Source: an optimization exercise on an open RTL-to-GDS flow (aim: small area). Production flows keep margins and buffers that such runs may drop.
At most, simulation tests tie the RTL to the original design; equivalence was not proved.
Power figures rest on the tool's default switching activity, not on a simulated workload.

== trial 62 ==
// game_top
module game_top #(
    parameter logic [5:0] DEADLINE_START = 6'd15,
    parameter int         ITEM_SIZE      = 32
) (
    input  logic        posclk,
    input  logic        rst,
    input  logic        left,
    input  logic        right,
    input  logic        down,
    input  logic        up,
    input  logic        start,
    input  logic [2:0]  diff,
    output logic [10:0] block_x,
    output logic [9:0]  block_y,
    output logic [49:0] layer_top,
    output logic [43:0] item_x,
    output logic [39:0] item_y,
    output logic [3:0]  collected,
    output logic [5:0]  count,
    output logic        reminder1,
    output logic        reminder2,
    output logic        lose,
    output logic        win
);
==> flow/config.mk <==
export PLATFORM = sky130hd
export DESIGN_NAME = game_top
export DESIGN_NICKNAME = game_top
export VERILOG_FILES = /design/flow/design.v
export SDC_FILE = /design/flow/constraint.sdc
export NUM_CORES = 4
export LEC_CHECK = 0
export CAP_MARGIN = 20
export CORE_MARGIN = 2
export CORE_UTILIZATION = 40
export SLEW_MARGIN = 20
==> flow/constraint.sdc <==
create_clock -name core_clock -period 10.0 [get_ports {posclk}]
set_input_delay 2.0000 -clock core_clock [delete_from_list [all_inputs] [get_ports {posclk}]]
set_output_delay 2.0000 -clock core_clock [all_outputs]
set_load 0.01 [all_outputs]
standard.sh (not shown) runs the stock make flow with config.mk's settings and CLKGATE_MAP_FILE= SYNTH_SCRIPT=/design/flow/synth_recipe.tcl, a recipe that flattens the netlist after the stock synthesis.
==> flow/flow/run.sh <==
#!/bin/bash
# Standard synthesis; its combinational logic remapped for area by ABC (the flip-flops
# stay as synthesis made them) and kept only if a SAT proof shows it equal to the
# standard netlist; then the standard layout, with the smallest buffer on the ports
# and a clkbuf_8 clock tree without dummy loads.
set -euo pipefail
export BUFFER_PORTS_ARGS="-buffer_cell sky130_fd_sc_hd__buf_1"
export CTS_ARGS="-sink_clustering_enable -repair_clock_nets -buf_list sky130_fd_sc_hd__clkbuf_8 -dont_use_dummy_load"
bash standard.sh synth > synth.log 2>&1
R=orfs/results/$FLOW_PLATFORM/game_top/base
Y=$FLOW_HOME/../tools/install/yosys/bin/yosys
LIB=$FLOW_HOME/platforms/$FLOW_PLATFORM/lib/sky130_fd_sc_hd__tt_025C_1v80.lib
cp $R/1_2_yosys.v standard_netlist.v
export REMAP_LIB=$LIB REMAP_IN=standard_netlist.v REMAP_OUT=remapped_netlist.v
export REMAP_STAT=remap_stat.txt REMAP_TOP=$FLOW_TOP
export REMAP_DONT_USE="$(cat flow/dont_use.txt)"
export REMAP_SCRIPT="+strash;&get -n;&deepsyn -T 30;&put;&get -n;&dch -f;&nf -R 1000;&put"
if "$Y" -c flow/remap.tcl > remap.log 2>&1 \
   && bash flow/equiv.sh "$Y" standard_netlist.v remapped_netlist.v "$LIB" > equiv.log 2>&1; then
    echo "remapped netlist proven equal; using it" >> remap.log
    cp remapped_netlist.v $R/1_2_yosys.v
else
    echo "remap failed or not proven; keeping the standard netlist" >> remap.log
fi
bash standard.sh finish > finish.log 2>&1
Other scripts of this flow, unchanged in this note and not shown: flow/flow/cutff.py, flow/flow/dont_use.txt, flow/flow/equiv.sh, flow/flow/remap.tcl
Trial 62 | stages: all done | timing, DRC, antenna: all pass
The following lists how build 1 was set up differently from trial 62:
--- a/flow/design.v
+++ b/flow/design.v
@@ -71,33 +71,36 @@
             3'b001:  speed = 3'd2;
             3'b010:  speed = 3'd3;
             3'b100:  speed = 3'd4;
             default: speed = 3'd2;
         endcase
     end
     assign nby = ~{1'b0, by};
     always_comb begin
         for (int i = 0; i < 5; i++) begin
-            wrap_prev[i] = spd != 3'd0 && prev_top[10*i +: 10] >= 10'd765;
+            wrap_prev[i] = i != 3 && spd != 3'd0 && prev_top[10*i +: 10] >= 10'd765;
             gap_e[11*i +: 11] = add11({1'b0, prev_top[10*i +: 10]}, nby, 1'b0);
-            if (wrap_prev[i])
+            if (i == 3)
+                layer_top[10*i +: 10] = prev_top[10*i +: 10];
+            else if (wrap_prev[i])
                 layer_top[10*i +: 10] = 10'd10;
             else
                 layer_top[10*i +: 10] = add10(prev_top[10*i +: 10], {7'd0, spd});
             wrap[i] = layer_top[10*i +: 10] >= 10'd765;
         end
     end
     always_ff @(posedge posclk) begin
         if (rst) begin
             prev_top <= {10'd830, 10'd660, 10'd500, 10'd320, 10'd150};
             spd      <= 3'd0;
         end else begin
             prev_top <= layer_top;
+            prev_top[39:30] <= wrap[3] ? 10'd10 : add10(layer_top[39:30], {7'd0, speed});
             spd      <= speed;
         end
     end
     logic [3:0] cnt;
     logic       dec;
     logic       tick;
     logic [4:0] cnt_dec;
     assign cnt_dec   = add5({1'b0, cnt}, {5{tick}});
     assign tick      = (wrap[1] | wrap[3]) & start & (cnt != 4'd0);
@@ -143,20 +146,22 @@
         jump_ok[2] = jump_ok[0];
         jump_ok[4] = jump_ok[1];
         landed    = 1'b0;
         land_f    = 5'd0;
         land_jump = 1'b0;
         land_last = 1'b0;
         for (int l = 0; l < 5; l++) begin
             e  = gap_e[11*l +: 11];
             f5 = add5(e[4:0], {2'b00, spd});
-            if (!landed && !wrap_prev[l] && e >= 11'd22 && e <= 11'd36
-                && (f5 >= 5'd26 || f5 <= 5'd4) && solid[l]) begin
+            if (l == 3) f5 = e[4:0];             
+            if (!landed && !wrap_prev[l] && solid[l]
+                && (l == 3 ? e >= 11'd26 && e <= 11'd36
+                           : e >= 11'd22 && e <= 11'd36 && (f5 >= 5'd26 || f5 <= 5'd4))) begin
                 landed    = 1'b1;
                 land_f    = f5;
                 land_jump = jump_ok[l];
                 land_last = (l == 4);
             end
         end
         respawn = by >= 10'd758;
         if (left && !right)
             x_step = 11'h7f7;                  
- Worst setup path startpoint = by[1]: build 1; worst setup path startpoint = by[3]: trial 62
- In build 1, instance count of the mapped netlist is higher than in trial 62.
- Build 1 against trial 62: largest fanout of any net on the critical path shows no meaningful change; final cell count went up 1.1%; switching part of the total has decreased; met1 usage in global routing +1.2 points.
- Comparing sequential power for trial 62 and build 1, the bigger number came from trial 62.
- On final-layout setup total negative slack, build 1 tracks trial 62 almost exactly.
- Combinational share of power in build 1 is 3.3 points below trial 62.


Another version of the RTL of game_top (not shown whole).
Size: roughly 1100 cells after synthesis, ~180 I/O pins, ~0.0078 mm² of cells after synthesis.
clock: 10.0 ns
lec_check: 0
cap_margin: 20
core_margin: 2
core_utilization: 65
place_density: 0.75
slew_margin: 20
==> flow/flow/run.sh <==
#!/bin/bash
# Standard synthesis; its combinational logic remapped for area by ABC with a few
# recipes (the flip-flops stay as synthesis made them); the smallest result is kept
# only if a SAT proof shows it equal to the standard netlist. Then the standard layout,
# with the smallest buffer on the ports, one tie cell per constant and a clkbuf_8 clock
# tree without dummy loads.
set -euo pipefail
export BUFFER_PORTS_ARGS="-buffer_cell sky130_fd_sc_hd__buf_1"
export CTS_ARGS="-sink_clustering_enable -repair_clock_nets -buf_list sky130_fd_sc_hd__clkbuf_4 -root_buf sky130_fd_sc_hd__clkbuf_8 -sink_clustering_size 10 -dont_use_dummy_load"
export SKIP_REPAIR_TIE_FANOUT=1
export GPL_KEEP_OVERFLOW=0
bash standard.sh synth > synth.log 2>&1
R=orfs/results/$FLOW_PLATFORM/game_top/base
Y=$FLOW_HOME/../tools/install/yosys/bin/yosys
LIB=$FLOW_HOME/platforms/$FLOW_PLATFORM/lib/sky130_fd_sc_hd__tt_025C_1v80.lib
cp $R/1_2_yosys.v standard_netlist.v
export REMAP_LIB=$LIB REMAP_IN=standard_netlist.v REMAP_TOP=$FLOW_TOP
export REMAP_DONT_USE="$(cat flow/dont_use.txt)"
recipes=(
  "+strash;&get -n;&deepsyn -J 10 -T 300;&put;&get -n;&dch -f;&nf -R 1000;&put"
  "+strash;&get -n;&deepsyn -J 10 -T 300;&put;&get -n;&dch -f;&nf -F 10 -A 10 -a -C 32 -p -R 1000;&put"
)
best=""; best_area=""
for i in "${!recipes[@]}"; do
    export REMAP_SCRIPT="${recipes[$i]}" REMAP_OUT=remap_$i.v REMAP_STAT=remap_stat_$i.txt
    if "$Y" -c flow/remap.tcl > remap_$i.log 2>&1; then
        a=$(awk '/Chip area/ {print $NF}' remap_stat_$i.txt)
        echo "recipe $i: area $a" >> remap.log
        if [[ -z "$best" ]] || awk -v a="$a" -v b="$best_area" 'BEGIN {exit !(a < b)}'; then
            best=remap_$i.v; best_area=$a
        fi
    else
        echo "recipe $i: failed" >> remap.log
    fi
done
if [[ -n "$best" ]] && bash flow/equiv.sh "$Y" standard_netlist.v "$best" "$LIB" > equiv.log 2>&1; then
    echo "$best (area $best_area) proven equal; using it" >> remap.log
    cp "$best" $R/1_2_yosys.v
else
    echo "no remapped netlist proven equal; keeping the standard netlist" >> remap.log
fi
bash standard.sh finish > finish.log 2>&1
Other scripts of this flow, unchanged in this note and not shown: flow/flow/cutff.py, flow/flow/dont_use.txt, flow/flow/equiv.sh, flow/flow/remap.tcl
==> next run, changes <==
--- a/flow/design.v
+++ b/flow/design.v
@@ -152,22 +152,23 @@
         land_3    = 1'b0;
         land_jump = 1'b0;
         land_last = 1'b0;
         for (int l = 0; l < 5; l++) begin
             e = gap_e[11*l +: 11];
             if (l == 3)                          
                 near = e >= 11'd26 && e <= 11'd36;
             else if (e[10:6] != 5'd0)
                 near = 1'b0;
             else begin
                 case (spd)
+                    3'd0:    near = e[5:0] >= 6'd26 && e[5:0] <= 6'd36;
                     3'd1:    near = e[5:0] >= 6'd25 && e[5:0] <= 6'd35;
                     3'd2:    near = e[5:0] >= 6'd24 && e[5:0] <= 6'd34;
                     3'd3:    near = e[5:0] >= 6'd23 && e[5:0] <= 6'd33;
                     default: near = e[5:0] >= 6'd22 && e[5:0] <= 6'd32;
                 endcase
             end
             if (!landed && !wrap_prev[l] && solid[l] && near) begin
                 landed    = 1'b1;
                 land_e    = e[4:0];
                 land_3    = (l == 3);
                 land_jump = jump_ok[l];
=> Power rose by 9.6%; wire length went down by 1.8%; sequential cell count does not change; worst hold slack got worse by 16 ps; clock-buffer cell count stays the same; worst setup slack degrades by 220 ps; design area came out lower by 0.79%; fmax went down by 2.7%; first-iteration DRC count increases by 19%.
The RTL of the first run of this note was laid out without a check of its function.


## v6
game_top with an RTL version that a note above also has.
Size: ~180 I/O pins, about 7800 um^2 of cells after synthesis.
==> flow/config.mk <==
export PLATFORM = sky130hd
export DESIGN_NAME = game_top
export DESIGN_NICKNAME = game_top
export VERILOG_FILES = /design/flow/design.v
export SDC_FILE = /design/flow/constraint.sdc
export NUM_CORES = 4
export LEC_CHECK = 0
export CAP_MARGIN = 20
export CORE_MARGIN = 2
export CORE_UTILIZATION = 65
export PLACE_DENSITY = 0.75
export SLEW_MARGIN = 20
==> flow/constraint.sdc <==
create_clock -name core_clock -period 10.0 [get_ports {posclk}]
set_input_delay 2.0000 -clock core_clock [delete_from_list [all_inputs] [get_ports {posclk}]]
set_output_delay 2.0000 -clock core_clock [all_outputs]
set_load 0.01 [all_outputs]
==> flow/flow/run.sh <==
#!/bin/bash
# Standard synthesis; its combinational logic remapped for area by ABC (the flip-flops
# stay as synthesis made them) and kept only if a SAT proof shows it equal to the
# standard netlist; then the standard layout, with the smallest buffer on the ports
# and a clkbuf_8 clock tree without dummy loads.
set -euo pipefail
export BUFFER_PORTS_ARGS="-buffer_cell sky130_fd_sc_hd__buf_1"
export CTS_ARGS="-sink_clustering_enable -repair_clock_nets -buf_list sky130_fd_sc_hd__clkbuf_4 -root_buf sky130_fd_sc_hd__clkbuf_8 -sink_clustering_size 10 -dont_use_dummy_load"
export SKIP_REPAIR_TIE_FANOUT=1
bash standard.sh synth > synth.log 2>&1
R=orfs/results/$FLOW_PLATFORM/game_top/base
Y=$FLOW_HOME/../tools/install/yosys/bin/yosys
LIB=$FLOW_HOME/platforms/$FLOW_PLATFORM/lib/sky130_fd_sc_hd__tt_025C_1v80.lib
cp $R/1_2_yosys.v standard_netlist.v
export REMAP_LIB=$LIB REMAP_IN=standard_netlist.v REMAP_OUT=remapped_netlist.v
export REMAP_STAT=remap_stat.txt REMAP_TOP=$FLOW_TOP
export REMAP_DONT_USE="$(cat flow/dont_use.txt)"
export REMAP_SCRIPT="+strash;&get -n;&deepsyn -T 30;&put;&get -n;&dch -f;&nf -R 1000;&put"
if "$Y" -c flow/remap.tcl > remap.log 2>&1 \
   && bash flow/equiv.sh "$Y" standard_netlist.v remapped_netlist.v "$LIB" > equiv.log 2>&1; then
    echo "remapped netlist proven equal; using it" >> remap.log
    cp remapped_netlist.v $R/1_2_yosys.v
else
    echo "remap failed or not proven; keeping the standard netlist" >> remap.log
fi
bash standard.sh finish > finish.log 2>&1
Other scripts of this flow, unchanged in this note and not shown: flow/flow/cutff.py, flow/flow/dont_use.txt, flow/flow/equiv.sh, flow/flow/remap.tcl
v6 finished every step from synthesis to the final layout, and the layout passed the timing, design-rule and antenna checks.
For v7, these inputs were changed with respect to v6:
-- flow/design.v --
<<< v6, line 127
    logic        respawn;
    logic [10:0] e;
    logic        near;
    logic        land_3;
    logic [4:0]  land_e;
    logic [4:0]  land_f;
    logic        land_jump;
>>> v7, line 127
    logic        respawn;
    logic [10:0] e;
    logic [4:0]  f5;
    logic [4:0]  land_f;
    logic        land_jump;
<<< v6, line 149
        jump_ok[4] = jump_ok[1];
        landed    = 1'b0;
        land_e    = 5'd0;
        land_3    = 1'b0;
        land_jump = 1'b0;
        land_last = 1'b0;
        for (int l = 0; l < 5; l++) begin
            e = gap_e[11*l +: 11];
            if (l == 3)                          
                near = e >= 11'd26 && e <= 11'd36;
            else if (e[10:6] != 5'd0)
                near = 1'b0;
            else begin
                case (spd)
                    3'd0:    near = e[5:0] >= 6'd26 && e[5:0] <= 6'd36;
                    3'd1:    near = e[5:0] >= 6'd25 && e[5:0] <= 6'd35;
                    3'd2:    near = e[5:0] >= 6'd24 && e[5:0] <= 6'd34;
                    3'd3:    near = e[5:0] >= 6'd23 && e[5:0] <= 6'd33;
                    default: near = e[5:0] >= 6'd22 && e[5:0] <= 6'd32;
                endcase
            end
            if (!landed && !wrap_prev[l] && solid[l] && near) begin
                landed    = 1'b1;
                land_e    = e[4:0];
                land_3    = (l == 3);
                land_jump = jump_ok[l];
                land_last = (l == 4);
            end
        end
        land_f = add5(land_e, land_3 ? 5'd0 : {2'b00, spd});
        respawn = by >= 10'd758;
        if (left && !right)
>>> v7, line 147
        jump_ok[4] = jump_ok[1];
        landed    = 1'b0;
        land_f    = 5'd0;
        land_jump = 1'b0;
        land_last = 1'b0;
        for (int l = 0; l < 5; l++) begin
            e  = gap_e[11*l +: 11];
            f5 = add5(e[4:0], {2'b00, spd});
            if (l == 3) f5 = e[4:0];             
            if (!landed && !wrap_prev[l] && solid[l]
                && (l == 3 ? e >= 11'd26 && e <= 11'd36
                           : e >= 11'd22 && e <= 11'd36 && (f5 >= 5'd26 || f5 <= 5'd4))) begin
                landed    = 1'b1;
                land_f    = f5;
                land_jump = jump_ok[l];
                land_last = (l == 4);
            end
        end
        respawn = by >= 10'd758;
        if (left && !right)
==> summary.txt <==
- v7 leaves more setup margin than v6.
- Total power per unit cell area went up by a few percent going from v6 to v7.
- The met2 layer usage reported by global route number comes out lower for v6 vs v7.
- Between v7 and v6, the relative contribution of the clock network to total power is higher for v6.
- Compared with v6, v7 is hungrier on power.
- Taking v6 as the reference, in v7 layout-stage area growth over the synthesis result level; total global-route track usage moved up; fraction of area in multi-input gates moved up.
- v7 ends up with a fraction of area in registers that is 0.63 points lower than in v6.
- Per the comparison of v7 with v6, fraction of power consumed by sequential logic lower; total wirelength of the detailed-routed design higher.

[what the ideal ports hide]
Ports are ideal in the flow. The routed layouts listed here were re-timed in OpenROAD. Step 1, drivers: a clkbuf_16 drives posclk and a buf_2 each remaining input, both assumed. Step 2 also shifts input and output timing later by t, the mid clock arrival at the registers, as if the neighbouring blocks saw the same clock. a / b / c = no drivers / after step 1 / after step 2; a / b = the first two.
| run | t (ns) | setup WS [ns] | clock arrival spread, ns |
|---|---|---|---|
| trial 62 | 0.419 | 1.942 / 1.942 / 1.942 | 0.037 / 0.037 |
| build 1 | 0.425 | 2.188 / 2.188 / 2.188 | 0.030 / 0.029 |
| the first run of note 2 | 0.412 | 1.830 / 1.830 / 1.830 | 0.031 / 0.031 |
| the second run of note 2 | 0.416 | 1.605 / 1.605 / 1.605 | 0.032 / 0.032 |
| v6 | 0.412 | 1.957 / 1.957 / 1.957 | 0.021 / 0.020 |
| v7 | 0.420 | 2.348 / 2.348 / 2.348 | 0.038 / 0.038 |
After both steps every run listed still meets setup and hold.
